This design comes from an exercise in tuning for small area on the open sky130 flow, not from production work. In this exercise RTL edits were held to simulation tests only and were not proved equivalent to the original. Power and IR drop assume default switching activity.

$ cat flow/constraint.sdc
create_clock -name core_clock -period 10.0 [get_ports {CLK}]
set_input_delay 2.0000 -clock core_clock [delete_from_list [all_inputs] [get_ports {CLK}]]
set_output_delay 2.0000 -clock core_clock [all_outputs]
set_load 0.01 [all_outputs]
$ cat flow/standard.sh
#!/bin/bash
# synth_recipe.tcl (not shown) runs the flow's synth.tcl, then flattens the netlist and writes it again
# the make line also repeats each setting of config.mk as NAME=value (left out here)
make -C /OpenROAD-flow-scripts/flow DESIGN_CONFIG=/design/flow/config.mk WORK_HOME=/design/flow/orfs CLKGATE_MAP_FILE= SYNTH_SCRIPT=/design/flow/synth_recipe.tcl "${@:-finish}"
$ cat flow/design.v
package sccb_pkg;
  localparam logic       SCCB_ACK    = 1'b0;
  localparam logic       SCCB_NACK   = 1'b1;
  localparam logic [7:0] SCCB_DEF_ID = 8'h42;
  localparam int BIT_CNT_W = 4;
  localparam logic [BIT_CNT_W-1:0] BYTE_BITS = 4'd8;
  typedef logic [3:0] sccb_state_t;
  localparam sccb_state_t ST_IDLE      = 4'd0;
  localparam sccb_state_t ST_ID        = 4'd1;
  localparam sccb_state_t ST_ID_ACK    = 4'd2;
  localparam sccb_state_t ST_SUB       = 4'd3;
  localparam sccb_state_t ST_SUB_ACK   = 4'd4;
  localparam sccb_state_t ST_WDATA     = 4'd5;
  localparam sccb_state_t ST_WDATA_ACK = 4'd6;
  localparam sccb_state_t ST_RDATA     = 4'd7;
  localparam sccb_state_t ST_RDATA_ACK = 4'd8;
  localparam sccb_state_t ST_IGNORE    = 4'd9;
endpackage
module sccb_aoi3 (
  input  logic [2:0] d,
  input  logic [2:0] s,
  output logic       y_n
);
  assign y_n = ~|(d & s);
endmodule
module sccb_responder #(
  parameter logic [7:0] DEV_ID   = sccb_pkg::SCCB_DEF_ID,
  parameter int         FILT_LEN = 3
) (
  input  logic       CLK,
  input  logic       RST,
  input  logic       scl_i,
  input  logic       sda_i,
  input  logic [7:0] rd_addr,
  output logic       sda_oe,
  output logic       busy,
  output logic       wr_valid,
  output logic [7:0] wr_addr,
  output logic [7:0] wr_data,
  output logic [7:0] rd_data
);
  logic scl_lvl, scl_rise, scl_fall;
  logic sda_lvl, sda_rise, sda_fall;
  logic [1:0] pad;
  logic [1:0] f_s0, f_s1;
  logic [1:0] f_hist [FILT_LEN-1];
  logic [1:0] f_lvl, f_rise, f_fall;
  logic [1:0] f_chg;
  assign pad = {sda_i, scl_i};
  always_comb begin
    for (int i = 0; i < 2; i++) begin
      f_chg[i] = (f_s1[i] != f_lvl[i]);
      for (int k = 0; k < FILT_LEN - 1; k++)
        if (f_hist[k][i] != f_s1[i]) f_chg[i] = 1'b0;
    end
  end
  always_ff @(posedge CLK) begin
    f_s0 <= pad;
    f_s1 <= f_s0;
    f_hist[0] <= f_s1;
    for (int k = 1; k < FILT_LEN - 1; k++) f_hist[k] <= f_hist[k-1];
  end
  always_ff @(posedge CLK) begin
    if (RST) begin
      f_lvl  <= f_s1;
      f_rise <= '0;
      f_fall <= '0;
    end else begin
      f_lvl  <= f_lvl ^ f_chg;
      f_rise <= f_chg & f_s1;
      f_fall <= f_chg & ~f_s1;
    end
  end
  assign scl_lvl  = f_lvl[0];
  assign scl_rise = f_rise[0];
  assign scl_fall = f_fall[0];
  assign sda_lvl  = f_lvl[1];
  assign sda_rise = f_rise[1];
  assign sda_fall = f_fall[1];
  logic scl_edge, start, stop;
  assign scl_edge = scl_rise | scl_fall;
  assign start = sda_fall & scl_lvl & ~scl_edge;
  assign stop  = sda_rise & scl_lvl & ~scl_edge;
  sccb_pkg::sccb_state_t          state;
  logic [sccb_pkg::BIT_CNT_W-1:0] bitcnt;
  logic [7:0]           shreg;
  logic [7:0]           ptr;
  logic                 sda_oe_q;
  logic                 busy_q;
  logic                 wr_valid_q;
  logic [7:0]           wr_addr_q;
  logic [7:0]           wr_data_q;
  logic [7:0]           rd_data_q;
  logic                 rd_mode;
  logic                 mack;
  logic [7:0]           rf_rd;
  localparam int NPORT = 8;
  localparam int PSTEP = 256 / NPORT;
  logic [2047:0] ring;
  logic [7:0] off;
  logic       sweeping;
  logic [7:0] byte_in;
  logic       commit;
  logic [7:0] wpos;
  logic [7:0] wval;
  logic       wany;
  logic [7:0] fa;
  logic [7:0] fpos;
  logic [7:0] shadow;
  logic [7:0] hpos;
  logic [7:0] hraw;
  assign byte_in = {shreg[6:0], sda_lvl};
  assign commit  = ~RST & ~sweeping & scl_rise
                 & (state == sccb_pkg::ST_WDATA) & (bitcnt == 4'd7);
  assign wpos = wr_addr_q + off + 8'd1;
  assign wany = sweeping | (wpos[4:0] == 5'd0);
  assign wval = sweeping ? 8'h00 : wr_data_q;
  always_ff @(posedge CLK) begin
    ring <= {ring[2039:0], ring[2047:2040]};
    for (int k = 0; k < NPORT; k++)
      if (wany && (sweeping || wpos[7:5] == 3'(k)))
        ring[k*PSTEP*8 +: 8] <= wval;
  end
  always_ff @(posedge CLK) begin
    if (RST) begin
      sweeping <= 1'b1;
      off      <= '0;
    end else begin
      off <= off + 8'd1;
      if (off == 8'hFF) sweeping <= 1'b0;
    end
  end
  assign fa   = (state == sccb_pkg::ST_RDATA) ? ptr + 8'd1 : ptr;
  assign fpos = fa + off;
  always_ff @(posedge CLK) begin
    if (RST || sweeping)
      shadow <= '0;
    else if (fpos[4:0] == 5'd0)
      shadow <= ring[{fpos[7:5], 5'd0, 3'd0} +: 8];
  end
  assign rf_rd = (ptr == wr_addr_q) ? wr_data_q : shadow;
  localparam int NGRP = 255 / 3;
  logic [15:0]  hsel_lo, hsel_hi;
  logic [255:0] hsel;
  assign hpos = rd_addr + off;
  always_comb begin
    for (int i = 0; i < 16; i++) begin
      hsel_lo[i] = (hpos[3:0] == 4'(i));
      hsel_hi[i] = (hpos[7:4] == 4'(i));
    end
    for (int i = 0; i < 256; i++) hsel[i] = hsel_hi[i / 16] & hsel_lo[i % 16];
  end
  for (genvar b = 0; b < 8; b++) begin : g_hbit
    logic [255:0]  col;
    logic [NGRP:0] grp_n;
    for (genvar i = 0; i < 256; i++) begin : g_col
      assign col[i] = ring[i*8 + b];
    end
    for (genvar g = 0; g < NGRP; g++) begin : g_grp
      sccb_aoi3 u_aoi (.d(col[3*g +: 3]), .s(hsel[3*g +: 3]), .y_n(grp_n[g]));
    end
    assign grp_n[NGRP] = ~(col[255] & hsel[255]);
    assign hraw[b] = ~&grp_n;
  end
  always_ff @(posedge CLK) begin
    if (RST || sweeping)
      rd_data_q <= '0;
    else if (commit && rd_addr == ptr)
      rd_data_q <= byte_in;
    else if (rd_addr == wr_addr_q)
      rd_data_q <= wr_data_q;
    else
      rd_data_q <= hraw;
  end
  always_ff @(posedge CLK) begin
    wr_valid_q <= 1'b0;
    if (RST) begin
      state     <= sccb_pkg::ST_IDLE;
      bitcnt    <= '0;
      shreg     <= '0;
      ptr       <= '0;
      sda_oe_q  <= 1'b0;
      busy_q    <= 1'b0;
      wr_addr_q <= '0;
      wr_data_q <= '0;
      rd_mode   <= 1'b0;
      mack      <= sccb_pkg::SCCB_NACK;
    end else if (start) begin
      state    <= sccb_pkg::ST_ID;
      bitcnt   <= '0;
      sda_oe_q <= 1'b0;
      busy_q   <= 1'b1;
    end else if (stop) begin
      state    <= sccb_pkg::ST_IDLE;
      sda_oe_q <= 1'b0;
      busy_q   <= 1'b0;
    end else begin
      case (state)
        sccb_pkg::ST_ID, sccb_pkg::ST_SUB, sccb_pkg::ST_WDATA: begin
          if (scl_rise) begin
            shreg  <= byte_in;
            bitcnt <= bitcnt + 4'd1;
          end
          if (commit) begin
            wr_valid_q <= 1'b1;
            wr_addr_q  <= ptr;
            wr_data_q  <= byte_in;
            ptr        <= ptr + 8'd1;
          end
          if (scl_fall && bitcnt == sccb_pkg::BYTE_BITS) begin
            bitcnt   <= '0;
            sda_oe_q <= ~sccb_pkg::SCCB_ACK;
            if (state == sccb_pkg::ST_SUB) begin
              ptr   <= shreg;
              state <= sccb_pkg::ST_SUB_ACK;
            end else if (state == sccb_pkg::ST_WDATA) begin
              state <= sccb_pkg::ST_WDATA_ACK;
            end else if (shreg == DEV_ID) begin
              state <= sccb_pkg::ST_ID_ACK;
              rd_mode <= 1'b0;
            end else if (shreg == (DEV_ID | 8'h01)) begin
              state   <= sccb_pkg::ST_ID_ACK;
              rd_mode <= 1'b1;
            end else begin
              state    <= sccb_pkg::ST_IGNORE;
              sda_oe_q <= ~sccb_pkg::SCCB_NACK;
            end
          end
        end
        sccb_pkg::ST_ID_ACK: begin
          if (scl_fall) begin
            bitcnt   <= '0;
            sda_oe_q <= 1'b0;
            if (rd_mode) begin
              state    <= sccb_pkg::ST_RDATA;
              shreg    <= rf_rd;
              sda_oe_q <= ~rf_rd[7];
            end else begin
              state <= sccb_pkg::ST_SUB;
            end
          end
        end
        sccb_pkg::ST_SUB_ACK, sccb_pkg::ST_WDATA_ACK: begin
          if (scl_fall) begin
            bitcnt   <= '0;
            sda_oe_q <= 1'b0;
            state    <= sccb_pkg::ST_WDATA;
          end
        end
        sccb_pkg::ST_RDATA: begin
          if (scl_rise) bitcnt <= bitcnt + 4'd1;
          if (scl_fall) begin
            if (bitcnt == sccb_pkg::BYTE_BITS) begin
              bitcnt   <= '0;
              sda_oe_q <= 1'b0;
              ptr      <= ptr + 8'd1;
              state    <= sccb_pkg::ST_RDATA_ACK;
            end else begin
              sda_oe_q <= ~shreg[6];
              shreg    <= {shreg[6:0], 1'b0};
            end
          end
        end
        sccb_pkg::ST_RDATA_ACK: begin
          if (scl_rise) mack <= sda_lvl;
          if (scl_fall) begin
            if (mack == sccb_pkg::SCCB_ACK) begin
              state    <= sccb_pkg::ST_RDATA;
              bitcnt   <= '0;
              shreg    <= rf_rd;
              sda_oe_q <= ~rf_rd[7];
            end else begin
              state <= sccb_pkg::ST_IGNORE;
            end
          end
        end
        default: ;
      endcase
    end
  end
  assign sda_oe   = sda_oe_q & ~RST;
  assign busy     = busy_q;
  assign wr_valid = wr_valid_q;
  assign wr_addr  = wr_addr_q;
  assign wr_data  = wr_data_q;
  assign rd_data  = rd_data_q;
endmodule
$ cat flow/flow/run.sh
#!/bin/bash
# The standard layout, with the port buffers made from the smallest buffer cell
# instead of the one buffer_ports picks by itself. Each tool's output goes to
# ORFS's own logs under orfs/logs; make's output goes to make_finish.log here.
set -euo pipefail
bash standard.sh finish "BUFFER_PORTS_ARGS=-buffer_cell sky130_fd_sc_hd__buf_1" > make_finish.log 2>&1
$ cat flow/config.mk
export PLATFORM = sky130hd
export DESIGN_NAME = sccb_responder
export DESIGN_NICKNAME = sccb_responder
export VERILOG_FILES = /design/flow/design.v
export SDC_FILE = /design/flow/constraint.sdc
export NUM_CORES = 4
export LEC_CHECK = 0
export CAP_MARGIN = 40
export CORE_MARGIN = 2
export CORE_UTILIZATION = 65
export CTS_BUF_LIST = sky130_fd_sc_hd__clkbuf_8
export CTS_CLUSTER_DIAMETER = 50
export CTS_CLUSTER_SIZE = 20
export PLACE_DENSITY = 0.75
export SLEW_MARGIN = 30
export SYNTH_HIERARCHICAL = 1
export SYNTH_MINIMUM_KEEP_SIZE = 0
==> results of run 1 <==
kinds of logic (layout without fill, tap and decap cells):
kind of cell,Yosys count,after routing,synth area share
AO/OA/AOI/OAI,889,889,0.142
XOR/XNOR,53,53,0.00802
adder cells (fa/ha/maj),27,27,0.00610
buffers and inverters,119,332,0.00850
flip-flops,2132,2132,0.737
multiplexers,122,122,0.0222
other,0,2,0
AND/OR/NAND/NOR,882,882,0.0759
path summary, 6_finish.rpt:
| kind | startpoint | endpoint | slack (ns) | cells past startpoint |
|---|---|---|---|---|
| worst max-delay path | rd_addr[0] | rd_data_q[3] | 2.58 | 19 |
| worst min-delay path | ring[1930] | ring[1938] | 0.33 | 0 |
| worst max register to register | off[0] | rd_data_q[3] | 3.48 | 18 |
| worst min register to register | ring[1930] | ring[1938] | 0.33 | 0 |
per-module statistics from Yosys (local to each module, per instance):
module | cell area, um^2 | flops+latches | copies in the design
sccb_responder | 51100 | 2132 | 1
sccb_aoi3 | 10.0 | 0 | 680
per-layer routing:
metal  track usage  vias up  wire length (um)
met5             0        -                41
met4         0.177        6              8750
met3        0.0797      418             18900
met2         0.538     2488             73000
met1         0.514    18961             69400
li1              -    16894                 -
per-stage QoR:
step | area (um^2) | cells | hold WS [ns]
after detailed placement | 59600 | 5376 | 0.315
after CTS | 62500 | 5590 | 0.338
after global routing | 62600 | 5603 | 0.341
after global placement | 59300 | 5359 | 0.310
after floorplan | 57900 | 4224 | 0.310
final | 62600 | 5604 | 0.334
cell usage after synthesis, types with 9 or more instances:
cell type	n
inv_1	18
ha_1	25
mux2i_1	108
xor2_1	13
nor4_1	47
a21o_1	9
nand2_1	104
nand4_1	178
nand2b_1	79
a222oi_1	680
mux2_4	12
and4_1	10
clkbuf_1	65
a21oi_1	48
buf_2	20
a211oi_1	17
dfxtp_1	2132
o21ai_0	40
nor2_1	339
o21ai_1	13
xnor2_1	40
buf_1	13
o22ai_1	9
o31ai_1	10
nor2b_1	16
nand3_1	42
nor3_1	26
sequential cells by signal, indices dropped and copies added, names as in the netlist, 4 cells and up:
signal and cells:
ring 2048, rd_data_q 8, bitcnt 4, shreg 8
state 4, wr_addr_q 8, ptr 8, off 8
wr_data_q 8, f_hist 4, shadow 8
critical path, stage by stage:
cell       delay (ns)
buf_1            0.13
ha_1             0.27
fa_1             0.41
a21o_1           0.19
a21o_1           0.23
a2111oi_0        0.45
a311o_1          0.20
buf_4            0.20
nor2_1           0.11
nand2_1          0.57
nor2_1           0.32
buf_4            0.26
a222oi_1         0.31
nand4_1          0.31
nor4_1           0.92
nand4_1          0.53
o31ai_1          0.44
o21ai_1          0.12
a22o_1           0.20
report_power, final:
| part | internal [mW] | total, mW | switching, mW | leakage, nW |
|---|---|---|---|---|
| Combinational | 0.0482 | 0.231 | 0.183 | 4.33 |
| Sequential | 8.49 | 8.50 | 0.00722 | 17.2 |
| Clock | 1.77 | 4.44 | 2.68 | 1.47 |
| Total | 10.3 | 13.2 | 2.87 | 23.0 |
area by class of cell:
class,count,area [um^2],area share
diodes,2,5.00,0.0000800
clock buffers,158,2170,0.0348
clock inverters,56,696,0.0111
inverters,18,67.6,0.00108
multi-input cells,1973,14800,0.237
flip-flops and latches,2132,42700,0.682
well taps,1165,1460,0.0233
repair buffers,100,681,0.0109
==> run notes, run 1 <==
* Hold-fix buffers, CTS at 0
* RePlAce Congestion at 1.01
* Critical Path RT at 10.78 ns
* Pwr/cell area at 210 mW/mm^2
* Commonest non-fill, non-tap cell in the layout: dfxtp_1
* Max Slew Vio Count at 0
* CP startpoint kind: input pin
* Post-CTS Resized at 0
* Detail-routed net length per standard cell at 30.4 um
* Final setup viols at 0
* CTS clk-pin slew, worst paths at 0.10 ns
* Buffers on Ports at 38
* H-tree levels at 4
* Lkg Pwr at 23.0 nW
* TNS Setup at 0 ns
* Syn Nets at 4263
* Row Count at 109
* Total wire length at 170000 um
* Largest area contributor in the netlist: dfxtp_1
* Max Cap Viol at 0
* Cell count after synthesis at 4224
* Synth Flop Type: dfxtp_1
* Setup WS pre-CTS at 2.12 ns
* Global-route usage over all layers at 0.365
* Mapped cell area at 0.0579 mm^2
* Crit-path max FO at 16
* Final #Nets at 4407
* Unrepaired setup endpoints after global routing: false
* Area of the core at 0.0884 mm^2
* Fill cells at 6153
* Register bit total from synthesis at 2132
* Final Hold Fails at 0
* Die Wd at 302 um
* Initial antenna violation count at 8
* DRT iter0 DRCs at 8074
* CTS tree: yes
* Drc violations at 0
* Fin crit share at 0.742
* Most frequent cells in the layout: 2131 x dfxtp_1, 680 x a222oi_1, 339 x nor2_1
* Setup bufs post-CTS at 0
* Largest net degree at the start of global routing at 75
* Worst skew pair latency at 0.88 ns
* Hold WC Path Type: flip-flop to flip-flop
* Maximum VDD drop at 0.178 mV
* Post-synth EDFFs at 0
* Tmin final at 7.42 ns
* Slew headroom at 0.238
* Finished Core Util at 0.708
* Crit path DAT at 8.19 ns
* Post-synthesis async set-or-reset flop share at 0
* Root Buffer Master: clkbuf_8
* Area grow syn2layout at 8.12%
* Die ar. at 0.0914 mm^2
* Max Root-Sink Buffers at 3
* Clk_skew at 0.0392 ns
* Ys Warns at 8
* Top-area cell type share of the netlist area at 0.737
* Vias at 38767
* Share of cells above drive strength 1 at 0.0726
* Initial Util at 0.655
* IO Pins at 39
* Worst Setup End Kind: flip-flop
* Max Clk Rate at 135 MHz
* # clock sinks at 2132
* Worst-margin pin slew at 1.14 ns
* Crit Path Category: input pin to flip-flop
* PnR worst setup slack at 2.58 ns
* Design Power at 13.2 mW
* Synth Area per Inst at 13.7 um^2
* Total CTS buffers at 143
* Post-synthesis sequential area ratio at 0.737
* Status: complete, no violations
* Grt total ovfl at 0
* Router iterations before antenna repair at 14
* Via-to-Cell Ratio at 6.92
* Wire length of the first global-routing pass at 243000 um
* Netlist cell types at 72
* DIE HEIGHT at 302 um
* Hpwl dp at 121000 um
* Post-route antenna net violation count at 0
* Vias in the first global route at 36028
* Area contributors post-synth: dfxtp_1 74%, a222oi_1 12%, nor2_1 2.2%
==> inputs of run 2 (changes only) <==
--- a/flow/design.v
+++ b/flow/design.v
@@ -102,5 +102,5 @@
   logic [7:0] byte_in;
   logic       commit;
-  logic [7:0] wpos;
+  logic       pend;
   logic [7:0] wval;
   logic       wany;
@@ -113,12 +113,21 @@
   assign commit  = ~RST & ~sweeping & scl_rise
                  & (state == sccb_pkg::ST_WDATA) & (bitcnt == 4'd7);
-  assign wpos = wr_addr_q + off + 8'd1;
-  assign wany = sweeping | (wpos[4:0] == 5'd0);
+  assign fa   = (state == sccb_pkg::ST_RDATA) ? ptr + 8'd1 : ptr;
+  assign fpos = fa + off;
+  assign wany = sweeping | (pend & (fpos[4:0] == 5'd0));
   assign wval = sweeping ? 8'h00 : wr_data_q;
   always_ff @(posedge CLK) begin
     ring <= {ring[2039:0], ring[2047:2040]};
     for (int k = 0; k < NPORT; k++)
-      if (wany && (sweeping || wpos[7:5] == 3'(k)))
+      if (wany && (sweeping || fpos[7:5] == 3'(k)))
         ring[k*PSTEP*8 +: 8] <= wval;
+  end
+  always_ff @(posedge CLK) begin
+    if (RST)
+      pend <= 1'b0;
+    else if (commit)
+      pend <= 1'b1;
+    else if (fpos[4:0] == 5'd0)
+      pend <= 1'b0;
   end
   always_ff @(posedge CLK) begin
@@ -131,6 +140,4 @@
     end
   end
-  assign fa   = (state == sccb_pkg::ST_RDATA) ? ptr + 8'd1 : ptr;
-  assign fpos = fa + off;
   always_ff @(posedge CLK) begin
     if (RST || sweeping)
==> flow/flow/run.sh (replaced) <==
#!/bin/bash
# The standard layout with two changes: the port buffers are made from the
# smallest buffer cell instead of the one buffer_ports picks by itself, and
# clock tree synthesis inserts no dummy loads. Each tool's output goes to
# ORFS's own logs under orfs/logs; make's output goes to make_finish.log here.
set -euo pipefail
bash standard.sh finish \
  "BUFFER_PORTS_ARGS=-buffer_cell sky130_fd_sc_hd__buf_1" \
  "CTS_ARGS=-sink_clustering_enable -repair_clock_nets -sink_clustering_size 20 -sink_clustering_max_diameter 50 -buf_list sky130_fd_sc_hd__clkbuf_8 -dont_use_dummy_load" \
  > make_finish.log 2>&1
==> run 2 against run 1 <==
Against the previous run: still clean on timing, DRC and antenna; largest cell class unchanged; critical path type unchanged; final cell count fell by 0.91%; setup slack improved by 0.63 ns; first-iteration DRC count rose by 13%; hold slack got worse by 0.043 ns; clock power fell by 16%; sequential power barely moved.
==> run notes, run 2 <==
* Status: complete, no violations
* Most Crowded Layer GR: met1
* Max Root-Sink Buffers at 3 (unchanged)
* Vias in the first global route at 36133 (+0.29%)
* Worst skew pair latency at 0.90 ns (+0.02 ns)
* Mapped cell area at 0.0578 mm^2 (-0.14%)
* Worst-margin pin slew at 1.18 ns (+0.0408 ns)
* Design Power at 12.5 mW (-5.4%)
* Total wire length at 177000 um (+4.1%)
* Synth Flop Type: dfxtp_1
* Row Count at 109 (unchanged)
* Hold-fix buffers, CTS at 0 (unchanged)
* Final #Nets at 4412 (+0.11%)
* Vias at 39186 (+1.1%)
* Worst Setup End Kind: flip-flop
* Min-delay src: ring[1527]
* Crit-path max FO at 16 (unchanged)
* Lkg Pwr at 22.3 nW (-2.9%)
* Final Hold Fails at 0 (unchanged)
* Met1 usage at 0.557 (+0.0427)
* Grt total ovfl at 0 (unchanged)
* Area contributors post-synth: dfxtp_1 74%, a222oi_1 12%, nor2_1 2.0%
* Tmin final at 6.79 ns (-0.629 ns)
* Most frequent cells in the layout: 2132 x dfxtp_1, 680 x a222oi_1, 314 x nor2_1
* Cell count after synthesis at 4238 (+0.33%)
* Hpwl dp at 127000 um (+4.5%)
* Max Clk Rate at 147 MHz (+9.3%)
* Drc violations at 0 (unchanged)
* Biggest register: ring
* CP startpoint kind: input pin
* Router iterations before antenna repair at 14 (unchanged)
* DRT iter0 DRCs at 9097 (+13%)
* Top-area cell type share of the netlist area at 0.739 (+0.00138)
* Die ar. at 0.0913 mm^2 (-0.14%)
* Largest net degree at the start of global routing at 76 (+1.3%)
* Unrepaired setup endpoints after global routing: false
* Post-route antenna net violation count at 0 (unchanged)
* Most frequent cells after synthesis: 2133 x dfxtp_1, 680 x a222oi_1, 314 x nor2_1
* Post-CTS Resized at 0 (unchanged)
* Root Buffer Master: clkbuf_8
* Post-synth EDFFs at 0 (unchanged)
* Crit path launch: rd_addr[0]
* Synth Area per Inst at 13.6 um^2 (-0.47%)
* Finished Core Util at 0.698 (-0.0103)
* Initial Util at 0.655 (about the same)
* H-tree levels at 4 (unchanged)
* Max Cap Viol at 0 (unchanged)
* Post-synthesis sequential area ratio at 0.739 (+0.00138)
* Slew headroom at 0.211 (-0.0272)
* Register bit total from synthesis at 2133 (+0.047%)
* Netlist cell types at 67 (-6.9%)
* TNS Setup at 0 ns (unchanged)
* Max Slew Vio Count at 0 (unchanged)
* Fin crit share at 0.679 (-0.0629)
* Clk_skew at 0.0989 ns (+0.0598 ns)
* Wire length of the first global-routing pass at 252000 um (+4.0%)
* Die Wd at 302 um (about the same)
* Most common cell in the synthesized netlist: dfxtp_1
* Hold WC Path Type: flip-flop to flip-flop
* Global-route usage over all layers at 0.382 (+0.0170)
* Buffers on Ports at 38 (unchanged)
* Post-synthesis async set-or-reset flop share at 0 (unchanged)
* Syn Nets at 4270 (+0.16%)
* Min Hold Slack at 0.291 ns (-0.0429 ns)
* Largest area contributor in the netlist: dfxtp_1
* Ys Warns at 8 (unchanged)
* Area grow syn2layout at 6.54%
* Crit Path Category: input pin to flip-flop
* Initial antenna violation count at 10 (+2)
* # clock sinks at 2133 (+0.047%)
* CTS tree: yes
* Detail-routed net length per standard cell at 31.9 um (+5.1%)
* Area of the core at 0.0882 mm^2 (-0.15%)
* Setup bufs post-CTS at 0 (unchanged)
* Pwr/cell area at 202 mW/mm^2 (-3.9%)
* Crit path DAT at 7.48 ns (-0.71 ns)
* Commonest non-fill, non-tap cell in the layout: dfxtp_1
* Final setup viols at 0 (unchanged)
* Via-to-Cell Ratio at 7.06 (+2.0%)
* RR Startpoint: off[0]
* Max reg flops at 2048 (unchanged)
* CTS clk-pin slew, worst paths at 0.10 ns (about the same)
* GR met3 Demand/Resource at 0.106 (+0.0260)
* DIE HEIGHT at 302 um (about the same)
* IO Pins at 39 (unchanged)
* Share of cells above drive strength 1 at 0.0548 (-0.0178)
* RePlAce Congestion at 1.07 (+6.2%)
* Grt met2 use at 0.524 (-0.0132)
* Maximum VDD drop at 0.170 mV (-4.3%)
* Critical Path RT at 10.69 ns (-0.09 ns)
* Total CTS buffers at 141 (-1.4%)
## run 2: kinds of logic after synthesis
| family | count (synthesis) | synth area share |
|---|---|---|
| adder cells (fa/ha/maj) | 20 | 0.00459 |
| buffers and inverters | 139 | 0.00933 |
| flip-flops | 2133 | 0.739 |
| XOR/XNOR | 51 | 0.00773 |
| multiplexers | 75 | 0.0130 |
| AND/OR/NAND/NOR | 884 | 0.0772 |
| AO/OA/AOI/OAI | 936 | 0.149 |
## run 2: layer usage
layer  part of all wire  wire (um)
met4              0.053       9390
met2               0.40      71700
met1               0.41      73100
met3               0.13      22900
met5            0.00047         84
## run 2: critical path: stages
cell      delay (ns)
buf_1           0.13
ha_1            0.25
fa_1            0.41
a21o_1          0.17
a21oi_1         0.28
xnor2_1         0.19
and3_1          0.23
nand3_1         0.51
nor2_1          0.30
a222oi_1        1.01
nand4_1         0.31
nor4_2          0.69
and4_1          0.49
a31oi_1         0.17
a22oi_1         0.20
o21ai_0         0.11
## run 2: path summary, 6_finish.rpt
check | endpoint | slack, ns | cells past startpoint
hold / removal | ring[1535] | 0.29 | 0
setup reg to reg | rd_data_q[6] | 4.14 | 15
setup / recovery | rd_data_q[6] | 3.21 | 16
hold reg to reg | ring[1535] | 0.29 | 0
## run 2: metrics by stage
stage / instance area (um^2) / setup slack [ns] / cells
after floorplan: 57800 / 4.38 / 4238
final: 61600 / 3.21 / 5553
after CTS: 61500 / 3.66 / 5528
after global routing: 61600 / 3.21 / 5544
after global placement: 59300 / 2.09 / 5368
after detailed placement: 59500 / 2.80 / 5387
## run 2: modules after synthesis (local to each module, per instance)
module / cell area, um^2 / flip-flops and latches / cells / times used
sccb_responder: 51000 / 2133 / 3558 / 1
sccb_aoi3: 10.0 / 0 / 1 / 680
## run 2: report_power, final
group          internal (mW)  total (mW)  switching (mW)
Sequential              8.49        8.50         0.00653
Clock                   1.27        3.72            2.45
Combinational         0.0424       0.232           0.189
## run 2: layout make-up
type	count	area (um^2)
Multi-Input combinational cell	1966	14600
Tap cell	1165	1460
Fill cell	6212	26700
Timing Repair Buffer	109	727
Clock buffer	141	1940
Antenna cell	10	25.0
Inverter	29	109
Sequential cell	2133	42700
==> inputs of run 3 (changes only) <==
--- a/flow/design.v
+++ b/flow/design.v
@@ -95,6 +95,6 @@
   logic                 mack;
   logic [7:0]           rf_rd;
-  localparam int NPORT = 8;
-  localparam int PSTEP = 256 / NPORT;
+  localparam int NPORT = 5;
+  localparam int PSTEP = 52;
   logic [2047:0] ring;
   logic [7:0] off;
@@ -103,4 +103,7 @@
   logic       commit;
   logic       pend;
+  logic [NPORT-1:0] fhit;
+  logic       fany;
+  logic [7:0] ftap;
   logic [7:0] wval;
   logic       wany;
@@ -115,10 +118,13 @@
   assign fa   = (state == sccb_pkg::ST_RDATA) ? ptr + 8'd1 : ptr;
   assign fpos = fa + off;
-  assign wany = sweeping | (pend & (fpos[4:0] == 5'd0));
+  always_comb
+    for (int k = 0; k < NPORT; k++) fhit[k] = (fpos == 8'(k * PSTEP));
+  assign fany = |fhit;
+  assign wany = sweeping | (pend & fany);
   assign wval = sweeping ? 8'h00 : wr_data_q;
   always_ff @(posedge CLK) begin
     ring <= {ring[2039:0], ring[2047:2040]};
     for (int k = 0; k < NPORT; k++)
-      if (wany && (sweeping || fpos[7:5] == 3'(k)))
+      if (wany && (sweeping || fhit[k]))
         ring[k*PSTEP*8 +: 8] <= wval;
   end
@@ -128,5 +134,5 @@
     else if (commit)
       pend <= 1'b1;
-    else if (fpos[4:0] == 5'd0)
+    else if (fany)
       pend <= 1'b0;
   end
@@ -140,9 +146,14 @@
     end
   end
+  always_comb begin
+    ftap = '0;
+    for (int k = 0; k < NPORT; k++)
+      if (fhit[k]) ftap = ftap | ring[k*PSTEP*8 +: 8];
+  end
   always_ff @(posedge CLK) begin
     if (RST || sweeping)
       shadow <= '0;
-    else if (fpos[4:0] == 5'd0)
-      shadow <= ring[{fpos[7:5], 5'd0, 3'd0} +: 8];
+    else if (fany)
+      shadow <= ftap;
   end
   assign rf_rd = (ptr == wr_addr_q) ? wr_data_q : shadow;
==> run 3 against run 2 <==
Against the previous run: global-route usage decreased by 1.1 points; sequential power is essentially flat; via count fell by 1.6%; area after synthesis is 1.7% lower; clock skew fell by 0.0074 ns; setup slack lost 1.3 ns; die area fell by 1.7%; still clean on timing, DRC and antenna; design area decreased by 1.5%.
==> run notes, run 3 <==
* Maximum VDD drop at 0.160 mV (-5.7%)
* Hold-fix buffers, CTS at 0 (unchanged)
* Vias at 38567 (-1.6%)
* Design Power at 12.5 mW (about the same)
* Crit Path Category: input pin to flip-flop
* Clock power share at 0.297 (-0.002)
* Synth Area per Inst at 13.8 um^2 (+1.5%)
* Post-synth EDFFs at 0 (unchanged)
* Max Cap Viol at 0 (unchanged)
* Seq pwr share at 0.683 (about the same)
* Pwr/cell area at 205 mW/mm^2 (+1.5%)
* Hpwl dp at 121000 um (-4.3%)
* Lkg Pwr at 22.1 nW (-0.95%)
* Fill cells at 6123 (-1.4%)
* Final non-filler cell total at 5446 (-1.9%)
* Buffers on Ports at 38 (unchanged)
* Post-synthesis async set-or-reset flop share at 0 (unchanged)
* Post-route antenna net violation count at 0 (unchanged)
* Die ar. at 0.0898 mm^2 (-1.7%)
* Final setup viols at 0 (unchanged)
* Via-to-Cell Ratio at 7.08 (+0.35%)
* Cells after DPL at 5266 (-2.2%)
* Tmin final at 8.12 ns (+1.33 ns)
* Initial antenna violation count at 6 (-4)
* DRT iter0 DRCs at 9422 (+3.6%)
* Row Count at 108 (-0.92%)
* CTS tree: yes
* Total CTS buffers at 140 (-0.71%)
* CTS clk-pin slew, worst paths at 0.12 ns (+0.02 ns)
* Setup bufs post-CTS at 0 (unchanged)
* DIE HEIGHT at 300 um (-0.85%)
* Share of cells above drive strength 1 at 0.0658 (+0.0109)
* Status: complete, no violations
* Netlist cell types at 75 (+12%)
* Syn Nets at 4138 (-3.1%)
* Max Slew Vio Count at 0 (unchanged)
* Most frequent cells after synthesis: 2133 x dfxtp_1, 680 x a222oi_1, 284 x nor2_1
* Max Root-Sink Buffers at 3 (unchanged)
* IO Pins at 39 (unchanged)
* Largest net degree at the start of global routing at 44 (-42%)
* Max Clk Rate at 123 MHz (-16%)
* Area grow syn2layout at 6.73%
* Wire length of the first global-routing pass at 243000 um (-3.6%)
* RePlAce Congestion at 1.03 (-4.3%)
* Router iterations before antenna repair at 17 (+3)
* Top-area cell type share of the netlist area at 0.752 (+0.0128)
* Commonest non-fill, non-tap cell in the layout: dfxtp_1
* Min Hold Slack at 0.248 ns (-0.0426 ns)
* Crit-path max FO at 17 (+1)
* Hold WC Path Type: flip-flop to flip-flop
* Unrepaired setup endpoints after global routing: false
* Synth Flop Type: dfxtp_1
* Int Power at 9.80 mW (about the same)
* Register bit total from synthesis at 2133 (unchanged)
* Final Hold Fails at 0 (unchanged)
* H-tree levels at 4 (unchanged)
* Drc violations at 0 (unchanged)
* Post-CTS Resized at 0 (unchanged)
* Global-route usage over all layers at 0.371 (-0.0111)
* Worst skew pair latency at 0.89 ns (about the same)
* Root Buffer Master: clkbuf_8
* Worst-margin pin slew at 1.18 ns (-0.00231 ns)
* Gate power share at 0.020 (about the same)
* Slew headroom at 0.213 (+0.00154)
* # clock sinks at 2133 (unchanged)
* Fin crit share at 0.812 (+0.133)
* Clk_skew at 0.0915 ns (-0.00744 ns)
* TNS Setup at 0 ns (unchanged)
* Vias in the first global route at 35823 (-0.86%)
* Initial Util at 0.655 (about the same)
* Net switching power figure at 2.65 mW (+0.17%)
* Biggest register: ring
* Most frequent cells in the layout: 2133 x dfxtp_1, 680 x a222oi_1, 284 x nor2_1
* Post-synthesis sequential area ratio at 0.752 (+0.0128)
* Finished Core Util at 0.699 (+0.00106)
* Mapped cell area at 0.0568 mm^2 (-1.7%)
* Area contributors post-synth: dfxtp_1 75%, a222oi_1 12%, nand4_1 1.9%
* CP startpoint kind: input pin
* Most common cell in the synthesized netlist: dfxtp_1
* Max reg flops at 2048 (unchanged)
* Switching share of power at 0.213 (+0.000422)
* Largest area contributor in the netlist: dfxtp_1
* Grt total ovfl at 0 (unchanged)
* Crit path DAT at 8.84 ns (+1.36 ns)
* Total wire length at 170000 um (-3.9%)
* Ys Warns at 8 (unchanged)
* Detail-routed net length per standard cell at 31.3 um (-2.0%)
* Die Wd at 300 um (-0.85%)
* Worst Setup End Kind: flip-flop
* Final #Nets at 4323 (-2.0%)
* Critical Path RT at 10.72 ns (+0.03 ns)
* Area of the core at 0.0868 mm^2 (-1.7%)
* Cell count after synthesis at 4105 (-3.1%)
## run 3: cell types whose count changed in the layout (fill, tap and decap cells not counted), moves of 20 or more
cell,change
clkbuf_2,+21
mux2i_1,-20
nand2b_1,-75
nor2_1,-30
nor3_1,+57
## run 3: power by group through the flow
stage / clock [mW] / sequential (mW) / combinational, mW
after floorplan: 0 / 8.69 / 0.108
after global placement: 0 / 8.70 / 0.230
after detailed placement: 0 / 8.70 / 0.233
after CTS: 3.72 / 8.50 / 0.234
after global routing: 4.03 / 8.50 / 0.251
final: 3.70 / 8.50 / 0.253
## run 3: layout make-up
type / instances / area [um^2] / area share
tap: 1155 / 1450 / 0.0238
antenna: 3 / 7.51 / 0.000124
inverter: 17 / 63.8 / 0.00105
clock buffer: 140 / 1930 / 0.0318
sequential: 2133 / 42700 / 0.704
timing repair buffer: 137 / 766 / 0.0126
multi-input combinational: 1861 / 13700 / 0.226
## run 3: worst max-delay path, cell delays in order
cell and delay (ns):
buf_1 0.12, ha_1 0.24, fa_1 0.43, a21o_1 0.19, a21oi_2 0.25, o21bai_1 0.10
a21oi_1 0.75, xor2_1 0.21, clkbuf_4 0.26, nand2_1 0.59, buf_4 0.40, nor3_1 0.16
buf_2 0.20, a222oi_1 0.50, nand4_1 0.23, nor4_1 0.74, nand4_1 0.41, nor4_1 0.66
nor2_1 0.09, mux2i_1 0.19, o21ai_1 0.09
## run 3: per-module statistics from Yosys (local to each module, per instance)
module          cell area (um^2)  flip-flops and latches  cells inside  copies in the design
sccb_responder             50000                    2133          3425                     1
sccb_aoi3                   10.0                       0             1                   680
## run 3: path summary, 6_finish.rpt
check	startpoint	slack [ns]	endpoint	cells past startpoint
worst max-delay path	rd_addr[0]	1.88	rd_data_q[7]	21
worst min-delay path	ring[37]	0.25	ring[45]	0
worst max register to register	off[0]	2.83	rd_data_q[7]	20
worst min register to register	ring[37]	0.25	ring[45]	0
## run 3: routing by layer
| metal | track usage | up-vias | part of all wire |
|---|---|---|---|
| met3 | 0.0985 | 515 | 0.12 |
| met4 | 0.195 | 4 | 0.060 |
| met1 | 0.522 | 18774 | 0.40 |
| met5 | 0 | - | 0.00015 |
| met2 | 0.526 | 2736 | 0.41 |
| li1 | - | 16538 | - |
## run 3: metrics by stage
step	instance area [um^2]	setup WS [ns]
2_1_floorplan	56800	4.12
3_3_place_gp	58300	1.26
3_5_place_dp	58500	1.35
4_1_cts	60400	2.24
5_1_grt	60600	1.80
6_report	60600	1.88
## run 3: cell families (layout without fill, tap and decap cells)
kind of cell             after synthesis  count (layout)  share of synthesized area
AO/OA/AOI/OAI                        881             881                      0.143
XOR/XNOR                              59              59                    0.00910
adder cells (fa/ha/maj)               21              21                    0.00489
buffers and inverters                111             294                    0.00800
flip-flops                          2133            2133                      0.752
multiplexers                          55              55                    0.00974
other                                  0               3                          0
AND/OR/NAND/NOR                      845             845                     0.0734
==> inputs of run 4 (changes only) <==
--- a/flow/config.mk
+++ b/flow/config.mk
@@ -8,9 +8,9 @@
 export CAP_MARGIN = 40
 export CORE_MARGIN = 2
-export CORE_UTILIZATION = 65
+export CORE_UTILIZATION = 72
 export CTS_BUF_LIST = sky130_fd_sc_hd__clkbuf_8
 export CTS_CLUSTER_DIAMETER = 50
 export CTS_CLUSTER_SIZE = 20
-export PLACE_DENSITY = 0.75
+export PLACE_DENSITY = 0.8
 export SLEW_MARGIN = 30
 export SYNTH_HIERARCHICAL = 1
==> run 4 against run 3 <==
Against the previous run: still clean on timing, DRC and antenna; area after synthesis did not move; via count rose by 0.46%; setup slack improved by 0.35 ns; critical path depth fell by 2; clock power barely moved; register-to-register slack improved by 0.40 ns; design area fell by 0.23%; clock skew rose by 0.019 ns; non-clock buffer count fell by 14; critical endpoint is now rd_data_q[2].
==> run notes, run 4 <==
* Buffers and inverters on the worst path at 2 (-2)
* Worst skew pair latency at 0.85 ns (-0.04 ns)
* Ys Warns at 8 (unchanged)
* Footprint of the multi-input gates at 0.0137 mm^2 (+0.19%)
* Post-route antenna net violation count at 0 (unchanged)
* Critical Path RT at 10.64 ns (-0.08 ns)
* Vias at 38745 (+0.46%)
* Min-delay src: ring[1577]
* PnR worst setup slack at 2.23 ns (+0.347 ns)
* Fin crit share at 0.777 (-0.0347)
* Post-synth EDFFs at 0 (unchanged)
* Final non-filler cell total at 5328 (-2.2%)
* Min Hold Slack at 0.305 ns (+0.0565 ns)
* Slew headroom at 0.186 (-0.0264)
* Area grow syn2layout at 6.48%
* Sequential standard cell area at 0.0427 mm^2 (unchanged)
* Crit Path Category: input pin to flip-flop
* Area post-placement at 0.0583 mm^2 (-0.23%)
* Buffers on Ports at 38 (unchanged)
* Total CTS buffers at 141 (+0.71%)
* Router iterations before antenna repair at 17 (unchanged)
* Most frequent cells in the layout: 2133 x dfxtp_1, 680 x a222oi_1, 284 x nor2_1
* Register bit total from synthesis at 2133 (unchanged)
* TNS Setup at 0 ns (unchanged)
* Netlist cell types at 75 (unchanged)
* # clock sinks at 2133 (unchanged)
* Maximum VDD drop at 0.181 mV (+13%)
* DRT iter0 DRCs at 9224 (-2.1%)
* RePlAce Congestion at 0.999 (-2.9%)
* Post-synthesis async set-or-reset flop share at 0 (unchanged)
* Design Power at 12.5 mW (about the same)
* Root Buffer Master: clkbuf_8
* Detail-routed net length per standard cell at 32.2 um (+3.0%)
* Crit-path max FO at 20 (+3)
* Max reg flops at 2048 (unchanged)
* Global-route usage over all layers at 0.414 (+0.0430)
* Commonest non-fill, non-tap cell in the layout: dfxtp_1
* Pwr/cell area at 206 mW/mm^2 (+0.27%)
* Top-area cell type share of the netlist area at 0.752 (unchanged)
* Lkg Pwr at 22.0 nW (-0.21%)
* Post-CTS Resized at 0 (unchanged)
* Final Instance Area at 0.0605 mm^2 (-0.23%)
* Via-to-Cell Ratio at 7.27 (+2.7%)
* Die ar. at 0.0812 mm^2 (-9.6%)
* Final #Nets at 4310 (-0.30%)
* Share of cells above drive strength 1 at 0.0648 (-0.000970)
* Max Slew Vio Count at 0 (unchanged)
* Setup WS pre-CTS at 1.81 ns (+0.461 ns)
* Initial antenna violation count at 8 (+2)
* Area of the core at 0.0785 mm^2 (-9.5%)
* Finished Core Util at 0.771 (+0.0719)
* Crit path DAT at 8.41 ns (-0.43 ns)
* Die Wd at 285 um (-4.9%)
* DIE HEIGHT at 285 um (-4.9%)
* Drc violations at 0 (unchanged)
* Hold WC Path Type: flip-flop to flip-flop
* Post-synthesis sequential area ratio at 0.752 (unchanged)
* Tmin final at 7.77 ns (-0.347 ns)
* Max Clk Rate at 129 MHz (+4.5%)
* Wire length of the first global-routing pass at 247000 um (+1.5%)
* Status: complete, no violations
* R2R Setup Slk at 3.23 ns (+0.40 ns)
* CP startpoint kind: input pin
* Max stage delay on crit path at 0.75 ns (about the same)
* Worst-margin pin slew at 1.22 ns (+0.0397 ns)
* Cells after DPL at 5155 (-2.1%)
* Initial Util at 0.724 (+0.0690)
* Mapped cell area at 0.0568 mm^2 (unchanged)
* Grt total ovfl at 0 (unchanged)
* Synth Area per Inst at 13.8 um^2 (unchanged)
* Critical-path cell list: buf_1 > ha_1 > a21o_1 > a21oi_1 > o21a_1 > o21bai_1 > a21oi_1 > xnor2_1 > clkbuf_2 > nand2_2 > nor3_1 > a222oi_1 > nand4_1 > nor4_1 > nand4_1 > nor4_1 > nor2_1 > mux2i_1 > o21ai_1
* IO Pins at 39 (unchanged)
* Total wire length at 172000 um (+0.81%)
* Clk_skew at 0.110 ns (+0.0185 ns)
* Synth Flop Type: dfxtp_1
* Hold-fix buffers, CTS at 0 (unchanged)
* Worst Setup End Kind: flip-flop
* Most frequent cells after synthesis: 2133 x dfxtp_1, 680 x a222oi_1, 284 x nor2_1
* Most common cell in the synthesized netlist: dfxtp_1
* Largest area contributor in the netlist: dfxtp_1
* RR Startpoint: off[1]
* Unrepaired setup endpoints after global routing: false
* Max Root-Sink Buffers at 3 (unchanged)
* Critical path's slowest cell: a222oi_1
* Crit path launch: rd_addr[1]
* Crit path max-delay family: simple AND/OR/NAND/NOR gates
* Final setup viols at 0 (unchanged)
* Fill cells at 4786 (-22%)
* Syn Nets at 4138 (unchanged)
* Largest net degree at the start of global routing at 44 (unchanged)
* Hpwl dp at 123000 um (+1.5%)
* Vias in the first global route at 36445 (+1.7%)
* Final Hold Fails at 0 (unchanged)
* Max Cap Viol at 0 (unchanged)
* CTS tree: yes
* CTS clk-pin slew, worst paths at 0.11 ns (about the same)
* Row Count at 103 (-4.6%)
* Biggest register: ring
* Area contributors post-synth: dfxtp_1 75%, a222oi_1 12%, nand4_1 1.9%
* H-tree levels at 4 (unchanged)
* Cell count after synthesis at 4105 (unchanged)
* Setup bufs post-CTS at 0 (unchanged)
==> run 4: layout make-up <==
| cell class | count | share of cell area |
|---|---|---|
| Timing Repair Buffer | 123 | 0.0119 |
| Inverter | 17 | 0.00105 |
| Tap cell | 1050 | 0.0217 |
| Clock buffer | 141 | 0.0321 |
| Sequential cell | 2133 | 0.706 |
| Multi-Input combinational cell | 1861 | 0.227 |
| Antenna cell | 3 | 0.000124 |
==> run 4: logic make-up (layout without fill, tap and decap cells) <==
logic type | count (synthesis) | in the layout | synth area share
other | 0 | 3 | 0
adder cells (fa/ha/maj) | 21 | 21 | 0.00489
flip-flops | 2133 | 2133 | 0.752
buffers and inverters | 111 | 281 | 0.00800
AND/OR/NAND/NOR | 845 | 845 | 0.0734
AO/OA/AOI/OAI | 881 | 881 | 0.143
multiplexers | 55 | 55 | 0.00974
XOR/XNOR | 59 | 59 | 0.00910
==> run 4: per-module statistics from Yosys, one instance, submodules excluded <==
module / copies in the design / flops+latches / cells inside / cell area, um^2
sccb_responder: 1 / 2133 / 3425 / 50000
sccb_aoi3: 680 / 0 / 1 / 10.0
==> run 4: final timing paths <==
check	end	cells after the start
max reg2reg	rd_data_q[2]	18
max	rd_data_q[2]	19
min reg2reg	ring[1585]	0
min	ring[1585]	0
==> run 4: worst reg2reg max path: cells and delay by family, from the launching register on <==
kind                       cells  cell delay (ns)
buffers and inverters          1             0.22
xor gates and xnor gates       1             0.29
AOI/OAI and AO/OA              7             2.26
muxes                          1             0.14
adders and majority gates      1             0.29
DFF                            1             0.48
and+or+nand+nor                7             2.99
==> run 4: report_power, final <==
part	internal, mW	switching, mW	total, mW
registers	8.49	0.00685	8.50
logic	0.0421	0.215	0.257
clock network	1.27	2.43	3.70
==> run 4: routing by layer <==
layer,GRT usage,vias up,wire [um],part of all wire
met5,0,-,39,0.00023
met3,0.0984,523,21500,0.13
met2,0.610,3033,73400,0.43
li1,-,16489,-,-
met1,0.575,18694,66200,0.39
met4,0.214,6,10400,0.061
==> inputs of run 5 (changes only) <==
--- a/flow/config.mk
+++ b/flow/config.mk
@@ -6,12 +6,12 @@
 export NUM_CORES = 4
 export LEC_CHECK = 0
-export CAP_MARGIN = 40
+export CAP_MARGIN = 10
 export CORE_MARGIN = 2
-export CORE_UTILIZATION = 72
+export CORE_UTILIZATION = 65
 export CTS_BUF_LIST = sky130_fd_sc_hd__clkbuf_8
 export CTS_CLUSTER_DIAMETER = 50
 export CTS_CLUSTER_SIZE = 20
-export PLACE_DENSITY = 0.8
-export SLEW_MARGIN = 30
+export PLACE_DENSITY = 0.75
+export SLEW_MARGIN = 10
 export SYNTH_HIERARCHICAL = 1
 export SYNTH_MINIMUM_KEEP_SIZE = 0
==> run 5 against run 4 <==
Against the previous run: via count down 1.4%; register-to-register slack worse by 0.65 ns; hold slack worse by 0.019 ns; routed wire length down 1.2%; critical path depth unchanged; setup slack worse by 0.60 ns; clock power about the same; total power about the same; final cell count up 1.1%; sequential share of layout area up 0.28 points; non-clock buffer count down 47; global-route usage down 4.4 points; highest routed layer unchanged.
==> run notes, run 5 <==
* CTS clk-pin slew, worst paths at 0.10 ns (about the same)
* Top-area cell type share of the netlist area at 0.752 (unchanged)
* Drc violations at 0 (unchanged)
* Design Power at 12.5 mW (about the same)
* Vias at 38192 (-1.4%)
* Area post-placement at 0.0583 mm^2 (about the same)
* Post-route antenna net violation count at 0 (unchanged)
* Crit Path Category: input pin to flip-flop
* Total CTS buffers at 141 (unchanged)
* Vias in the first global route at 35622 (-2.3%)
* Area grow syn2layout at 6.07%
* Final #Nets at 4263 (-1.1%)
* Tmin final at 8.37 ns (+0.602 ns)
* Status: complete, no violations
* Buffers on Ports at 38 (unchanged)
* DIE HEIGHT at 300 um (+5.2%)
* Final setup viols at 0 (unchanged)
* Worst-margin pin slew at 1.32 ns (+0.103 ns)
* Netlist cell types at 75 (unchanged)
* Hold-fix buffers, CTS at 0 (unchanged)
* Initial antenna violation count at 6 (-2)
* Max stage delay on crit path at 1.16 ns (+0.41 ns)
* Cells after DPL at 5242 (+1.7%)
* Area of the core at 0.0868 mm^2 (+11%)
* Row Count at 108 (+4.9%)
* Wire length of the first global-routing pass at 243000 um (-1.7%)
* Largest net degree at the start of global routing at 44 (unchanged)
* Router iterations before antenna repair at 22 (+5)
* Root Buffer Master: clkbuf_8
* Fin crit share at 0.837 (+0.0602)
* Detail-routed net length per standard cell at 31.5 um (-2.3%)
* Max Root-Sink Buffers at 3 (unchanged)
* Critical Path RT at 10.73 ns (+0.09 ns)
* Crit-path max FO at 17 (-15%)
* Most common cell in the synthesized netlist: dfxtp_1
* Post-synthesis async set-or-reset flop share at 0 (unchanged)
* IO Pins at 39 (unchanged)
* Clk_skew at 0.0889 ns (-0.0211 ns)
* Max Clk Rate at 119 MHz (-7.2%)
* Cell count after synthesis at 4105 (unchanged)
* Ys Warns at 8 (unchanged)
* Max Slew Vio Count at 0 (unchanged)
* Worst skew pair latency at 0.87 ns (+0.02 ns)
* Syn Nets at 4138 (unchanged)
* Die Wd at 300 um (+5.2%)
* Crit path DAT at 9.10 ns (+0.69 ns)
* DRT iter0 DRCs at 9331 (+1.2%)
* Pwr/cell area at 207 mW/mm^2 (+0.36%)
* Lkg Pwr at 21.8 nW (-1.1%)
* CTS tree: yes
* RePlAce Congestion at 1.03 (+3.0%)
* Mapped cell area at 0.0568 mm^2 (unchanged)
* Biggest register: ring
* Grt total ovfl at 0 (unchanged)
* Final non-filler cell total at 5389 (+1.1%)
* Post-CTS Resized at 0 (unchanged)
* Worst Setup End Kind: flip-flop
* Setup bufs post-CTS at 0 (unchanged)
* Die ar. at 0.0898 mm^2 (+11%)
* Largest area contributor in the netlist: dfxtp_1
* Critical path's slowest cell: nor4_1
* Area contributors post-synth: dfxtp_1 75%, a222oi_1 12%, nand4_1 1.9%
* Crit path max-delay family: simple AND/OR/NAND/NOR gates
* Slew headroom at 0.109 (-0.0771)
* H-tree levels at 4 (unchanged)
* Final Instance Area at 0.0603 mm^2 (-0.39%)
* Post-synth EDFFs at 0 (unchanged)
* Unrepaired setup endpoints after global routing: false
* Max Cap Viol at 0 (unchanged)
* Maximum VDD drop at 0.170 mV (-6.0%)
* Hpwl dp at 121000 um (-1.9%)
* # clock sinks at 2133 (unchanged)
* Buffers and inverters on the worst path at 2 (unchanged)
* Critical-path cell list: buf_1 > ha_1 > fa_1 > a21o_1 > a21oi_2 > o21bai_1 > a21oi_1 > xor2_1 > nand2_1 > buf_4 > nor3_1 > a222oi_1 > nand4_1 > nor4_1 > nand4_1 > nor4_1 > nor2_1 > mux2i_1 > o21ai_1
* Final Hold Fails at 0 (unchanged)
* R2R Setup Slk at 2.58 ns (-0.65 ns)
* Max reg flops at 2048 (unchanged)
* Hold WC Path Type: flip-flop to flip-flop
* Global-route usage over all layers at 0.370 (-0.0436)
* Synth Area per Inst at 13.8 um^2 (unchanged)
* Initial Util at 0.655 (-0.0690)
* Total wire length at 170000 um (-1.2%)
* Register bit total from synthesis at 2133 (unchanged)
* Post-synthesis sequential area ratio at 0.752 (unchanged)
* Via-to-Cell Ratio at 7.09 (-2.5%)
* CP startpoint kind: input pin
* Share of cells above drive strength 1 at 0.0499 (-0.0149)
* Commonest non-fill, non-tap cell in the layout: dfxtp_1
* TNS Setup at 0 ns (unchanged)
* Most frequent cells after synthesis: 2133 x dfxtp_1, 680 x a222oi_1, 284 x nor2_1
* Synth Flop Type: dfxtp_1
* Most frequent cells in the layout: 2133 x dfxtp_1, 680 x a222oi_1, 284 x nor2_1
## run 5: cells by family (layout without fill, tap and decap cells)
logic type / Yosys count / in the layout / synth area share
DFF: 2133 / 2133 / 0.752
AOI/OAI and AO/OA: 881 / 881 / 0.143
and+or+nand+nor: 845 / 845 / 0.0734
buffers and inverters: 111 / 234 / 0.00800
xor gates and xnor gates: 59 / 59 / 0.00910
muxes: 55 / 55 / 0.00974
adders and majority gates: 21 / 21 / 0.00489
other: 0 / 6 / 0
## run 5: report_power, final
group / switching (mW) / internal (mW) / leakage, nW
clock: 2.43 / 1.27 / 1.01
sequential: 0.00658 / 8.49 / 17.2
combinational: 0.209 / 0.0399 / 3.60
## run 5: modules after synthesis (local to each module, per instance)
module          cells inside  flops+latches  times used  area (um^2)
sccb_aoi3                  1              0         680         10.0
sccb_responder          3425           2133           1        50000
## run 5: worst paths after layout
check,start,endpoint,depth (start not counted)
hold reg to reg,f_s0[1],f_s1[1],0
hold / removal,f_s0[1],f_s1[1],0
setup / recovery,rd_addr[0],rd_data_q[3],19
setup reg to reg,off[0],rd_data_q[3],18
## run 5: metal layers
metal	part of all wire	global-route usage	wire length, um	vias to the layer above
met1	0.40	0.524	67600	18522
met2	0.41	0.529	70200	2697
met5	0.00034	0	57	-
met3	0.13	0.0897	21500	547
li1	-	-	-	16420
met4	0.060	0.197	10200	6
## run 5: stage by stage
| step | hold WS (ns) | util | setup WS [ns] |
|---|---|---|---|
| after CTS | 0.291 | 0.694 | 1.99 |
| after detailed placement | 0.315 | 0.672 | 1.09 |
| after global routing | 0.297 | 0.695 | 1.75 |
| after global placement | 0.312 | 0.672 | 1.26 |
| final | 0.286 | 0.695 | 1.63 |
| after floorplan | 0.310 | - | 4.12 |
## run 5: area by class of cell
cell class	instances	area (um^2)
sequential	2133	42700
clock buffer	141	1940
tap	1155	1450
multi-input combinational	1861	13700
antenna	6	15.0
timing repair buffer	76	429
inverter	17	63.8
fill	6119	26500
==> inputs of run 6 (changes only) <==
--- a/flow/design.v
+++ b/flow/design.v
@@ -24,4 +24,26 @@
   assign y_n = ~|(d & s);
 endmodule
+module sccb_add8 (
+  input  logic [7:0] a,
+  input  logic [7:0] b,
+  input  logic       ci,
+  output logic [7:0] s
+);
+  logic [8:0] c;
+  always_comb begin
+    c[0] = ci;
+    for (int i = 0; i < 8; i++) begin
+      s[i]   = a[i] ^ b[i] ^ c[i];
+      c[i+1] = (a[i] & b[i]) | (c[i] & (a[i] ^ b[i]));
+    end
+  end
+endmodule
+module sccb_sel (
+  input  logic lo_n,
+  input  logic hi_n,
+  output logic sel
+);
+  assign sel = ~(lo_n | hi_n);
+endmodule
 module sccb_responder #(
   parameter logic [7:0] DEV_ID   = sccb_pkg::SCCB_DEF_ID,
@@ -108,5 +130,4 @@
   logic [7:0] wval;
   logic       wany;
-  logic [7:0] fa;
   logic [7:0] fpos;
   logic [7:0] shadow;
@@ -116,6 +137,7 @@
   assign commit  = ~RST & ~sweeping & scl_rise
                  & (state == sccb_pkg::ST_WDATA) & (bitcnt == 4'd7);
-  assign fa   = (state == sccb_pkg::ST_RDATA) ? ptr + 8'd1 : ptr;
-  assign fpos = fa + off;
+  logic fa_inc;
+  assign fa_inc = (state == sccb_pkg::ST_RDATA);
+  sccb_add8 u_fpos (.a(ptr), .b(off), .ci(fa_inc), .s(fpos));
   always_comb
     for (int k = 0; k < NPORT; k++) fhit[k] = (fpos == 8'(k * PSTEP));
@@ -159,13 +181,15 @@
   assign rf_rd = (ptr == wr_addr_q) ? wr_data_q : shadow;
   localparam int NGRP = 255 / 3;
-  logic [15:0]  hsel_lo, hsel_hi;
+  logic [15:0]  hsel_lo_n, hsel_hi_n;
   logic [255:0] hsel;
-  assign hpos = rd_addr + off;
+  sccb_add8 u_hpos (.a(rd_addr), .b(off), .ci(1'b0), .s(hpos));
   always_comb begin
     for (int i = 0; i < 16; i++) begin
-      hsel_lo[i] = (hpos[3:0] == 4'(i));
-      hsel_hi[i] = (hpos[7:4] == 4'(i));
+      hsel_lo_n[i] = (hpos[3:0] != 4'(i));
+      hsel_hi_n[i] = (hpos[7:4] != 4'(i));
     end
-    for (int i = 0; i < 256; i++) hsel[i] = hsel_hi[i / 16] & hsel_lo[i % 16];
+  end
+  for (genvar i = 0; i < 256; i++) begin : g_sel
+    sccb_sel u_sel (.lo_n(hsel_lo_n[i % 16]), .hi_n(hsel_hi_n[i / 16]), .sel(hsel[i]));
   end
   for (genvar b = 0; b < 8; b++) begin : g_hbit
--- a/flow/config.mk
+++ b/flow/config.mk
@@ -6,5 +6,5 @@
 export NUM_CORES = 4
 export LEC_CHECK = 0
-export CAP_MARGIN = 10
+export CAP_MARGIN = 40
 export CORE_MARGIN = 2
 export CORE_UTILIZATION = 65
@@ -13,5 +13,5 @@
 export CTS_CLUSTER_SIZE = 20
 export PLACE_DENSITY = 0.75
-export SLEW_MARGIN = 10
+export SLEW_MARGIN = 30
 export SYNTH_HIERARCHICAL = 1
 export SYNTH_MINIMUM_KEEP_SIZE = 0
==> run 6 against run 5 <==
Against the previous run: still clean; critical path depth rose by 2; register-to-register slack better by 0.19 ns; sequential share of layout area rose by 0.31 points; setup slack gained 0.22 ns; synthesized cell count down 1.9%; combinational power is essentially flat; critical path type unchanged; routed wire length decreased by 2.9%.
==> run notes, run 6 <==
* Status: complete, no violations
* Largest net degree at the start of global routing at 43 (-2.3%)
* Crit path DAT at 8.83 ns (-0.27 ns)
* Vias in the first global route at 34939 (-1.9%)
* Row Count at 107 (-0.93%)
* Max Root-Sink Buffers at 3 (unchanged)
* Post-synthesis async set-or-reset flop share at 0 (unchanged)
* Final non-filler cell total at 5352 (-0.69%)
* Most frequent cells in the layout: 2133 x dfxtp_1, 681 x a222oi_1, 305 x nor2_1
* Unrepaired setup endpoints after global routing: false
* Grt total ovfl at 0 (unchanged)
* Worst Setup End Kind: flip-flop
* Worst-margin pin slew at 1.14 ns (-0.182 ns)
* Via-to-Cell Ratio at 7.02 (-0.96%)
* Mapped cell area at 0.0562 mm^2 (-1.1%)
* Router iterations before antenna repair at 22 (unchanged)
* Initial Util at 0.658 (+0.00272)
* Area of the core at 0.0854 mm^2 (-1.5%)
* Final Hold Fails at 0 (unchanged)
* Netlist cell types at 72 (-4.0%)
* Total wire length at 165000 um (-2.9%)
* # clock sinks at 2133 (unchanged)
* Slew headroom at 0.239 (+0.130)
* Register bit total from synthesis at 2133 (unchanged)
* FF-to-FF End: rd_data_q[2]
* Die ar. at 0.0888 mm^2 (-1.1%)
* Crit-path max FO at 16 (-1)
* Global-route usage over all layers at 0.362 (-0.00850)
* Drc violations at 0 (unchanged)
* Max Cap Viol at 0 (unchanged)
* Detail-routed net length per standard cell at 30.8 um (-2.2%)
* Hpwl dp at 120000 um (-0.74%)
* Final setup viols at 0 (unchanged)
* Hold-fix buffers, CTS at 0 (unchanged)
* H-tree levels at 4 (unchanged)
* Design Power at 12.5 mW (about the same)
* Biggest register: ring
* CTS tree: yes
* Fill cells at 5936 (-3.0%)
* Fin crit share at 0.815 (-0.0218)
* Max Clk Rate at 123 MHz (+2.7%)
* Critical Path RT at 10.68 ns (-0.05 ns)
* Cell count after synthesis at 4025 (-1.9%)
* Post-route antenna net violation count at 0 (unchanged)
* Synth Flop Type: dfxtp_1
* R2R Setup Slk at 2.77 ns (+0.19 ns)
* CP startpoint kind: input pin
* Max Slew Vio Count at 0 (unchanged)
* Post-CTS Resized at 0 (unchanged)
* Final Instance Area at 0.0600 mm^2 (-0.44%)
* Setup WS pre-CTS at 1.26 ns (+0.173 ns)
* CTS clk-pin slew, worst paths at 0.10 ns (about the same)
* Pwr/cell area at 208 mW/mm^2 (+0.49%)
* Worst skew pair latency at 0.86 ns (about the same)
* Max reg flops at 2048 (unchanged)
* IO Pins at 39 (unchanged)
* Hold WC Path Type: flip-flop to flip-flop
* Syn Nets at 4055 (-2.0%)
* DRT iter0 DRCs at 8236 (-12%)
* Most frequent cells after synthesis: 2133 x dfxtp_1, 681 x a222oi_1, 305 x nor2_1
* Commonest non-fill, non-tap cell in the layout: dfxtp_1
* Vias at 37567 (-1.6%)
* Most common cell in the synthesized netlist: dfxtp_1
* TNS Setup at 0 ns (unchanged)
* Cells after DPL at 5205 (-0.71%)
* RR Startpoint: off[0]
* Maximum VDD drop at 0.160 mV (-6.0%)
* Synth Area per Inst at 14.0 um^2 (+0.83%)
* Share of cells above drive strength 1 at 0.0551 (+0.00524)
* Root Buffer Master: clkbuf_8
* Post-synthesis sequential area ratio at 0.760 (+0.00862)
* Area post-placement at 0.0580 mm^2 (-0.53%)
* Final #Nets at 4239 (-0.56%)
* Crit Path Category: input pin to flip-flop
* Area contributors post-synth: dfxtp_1 76%, a222oi_1 12%, nor2_1 2.0%
* Post-synth EDFFs at 0 (unchanged)
* Total CTS buffers at 142 (+0.71%)
* PnR worst setup slack at 1.85 ns (+0.218 ns)
* Wire length of the first global-routing pass at 236000 um (-2.6%)
* Hold path cells at 0 (unchanged)
* Min Hold Slack at 0.307 ns (+0.0206 ns)
* Die Wd at 298 um (-0.56%)
* Min-delay src: ring[2024]
* Ys Warns at 9 (+1)
* Largest area contributor in the netlist: dfxtp_1
* RePlAce Congestion at 0.996 (-3.2%)
* Initial antenna violation count at 3 (-3)
* Finished Core Util at 0.702 (+0.00781)
* Clk_skew at 0.0599 ns (-0.0290 ns)
* Area grow syn2layout at 6.82%
* Lkg Pwr at 21.3 nW (-2.4%)
* Tmin final at 8.15 ns (-0.218 ns)
* Buffers on Ports at 38 (unchanged)
* FF-to-FF path depth at 20 (+2)
* WHS Endpoint: ring[2032]
* DIE HEIGHT at 298 um (-0.56%)
* Top-area cell type share of the netlist area at 0.760 (+0.00862)
* Setup bufs post-CTS at 0 (unchanged)
run 6: how the worst max path moves through the flow:
stage                           from           end
final                     rd_addr[0]  rd_data_q[2]
after global routing      rd_addr[0]  rd_data_q[2]
after CTS                 rd_addr[0]  rd_data_q[4]
after detailed placement  rd_addr[0]  rd_data_q[4]
after global placement    rd_addr[0]  rd_data_q[2]
after floorplan           rd_addr[0]  rd_data_q[0]
run 6: per-module statistics from Yosys (local to each module, per instance):
module          times used  area, um^2
sccb_aoi3              680        10.0
sccb_sel               256        3.75
sccb_responder           1       48000
sccb_add8                2         183
run 6: cells by family after synthesis:
| family | count (synthesis) | share of synthesized area |
|---|---|---|
| fa+ha+maj | 18 | 0.00588 |
| other cells | 1 | 0.0000668 |
| simple gates | 834 | 0.0726 |
| mux | 12 | 0.00214 |
| buf+inv | 94 | 0.00677 |
| compound gates | 897 | 0.146 |
| flops | 2133 | 0.760 |
| xor+xnor | 36 | 0.00615 |
run 6: area by class of cell:
class / instances / area (um^2) / area share
repair buffers: 104 / 664 / 0.0111
flip-flops and latches: 2133 / 42700 / 0.712
inverters: 30 / 113 / 0.00188
diodes: 1 / 2.50 / 0.0000417
multi-input cells: 1798 / 13100 / 0.219
well taps: 1144 / 1430 / 0.0239
clock buffers: 142 / 1950 / 0.0326
run 6: where the power goes:
group	leakage, nW	internal, mW	switching, mW	total, mW
logic	3.08	0.0429	0.205	0.248
registers	17.2	8.49	0.00670	8.50
clock network	1.02	1.28	2.43	3.71
run 6: worst max-delay path, stage by stage:
cell      delay [ns]
buf_1           0.12
inv_1           0.10
fa_1            0.19
inv_1           0.07
fa_1            0.40
fa_1            0.40
fa_1            0.43
fa_1            0.41
fa_1            0.41
fa_1            0.38
xor3_1          0.26
buf_4           0.16
nor2b_1         0.07
nand2_1         0.68
nor2_1          0.34
a222oi_1        1.03
nand4_1         0.24
nor4_1          0.64
nand4_1         0.17
o221ai_1        0.22
mux2i_1         0.10
run 6: metal layers:
layer,share of wire,GRT usage,up-vias
li1,-,-,16214
met1,0.40,0.514,18435
met2,0.43,0.539,2536
met3,0.12,0.0801,378
met4,0.045,0.151,4
met5,0.00016,0,-

-- what the ideal ports hide --
The flow's constraints put no driver on any port. The routed layouts listed below were extracted and timed again, unchanged, in two steps.
Step 1, drivers: a clkbuf_16 drives CLK and a buf_2 each remaining input, both assumed.
Step 2 moves the port delays by t, midway between the first and last clock arrival at a register: inputs arrive t later, outputs are due t later. That takes back most of the time a late clock gives input paths.
Three values: ideal ports, drivers, drivers and shift; two values: the first two.
run	t, ns	setup slack, ns	hold WS [ns]	clock arrival spread, ns
run 1	0.919	2.583 / 2.624 / 1.704	0.334 / 0.334 / 0.334	0.044 / 0.045
run 2	0.905	3.211 / 3.255 / 2.350	0.291 / 0.291 / 0.291	0.117 / 0.117
run 3	0.904	1.884 / 1.936 / 1.032	0.248 / 0.248 / 0.248	0.111 / 0.112
run 4	0.864	2.231 / 2.279 / 1.415	0.305 / 0.305 / 0.305	0.110 / 0.110
run 5	0.905	1.629 / 1.679 / 0.773	0.286 / 0.286 / 0.286	0.108 / 0.109
run 6	0.904	1.847 / 1.896 / 0.992	0.307 / 0.307 / 0.307	0.065 / 0.064
After both steps setup and hold are still met in every run listed. For run 1, which loses most, drivers alone change the setup slack by +0.041 ns; drivers and shift together by -0.879 ns.
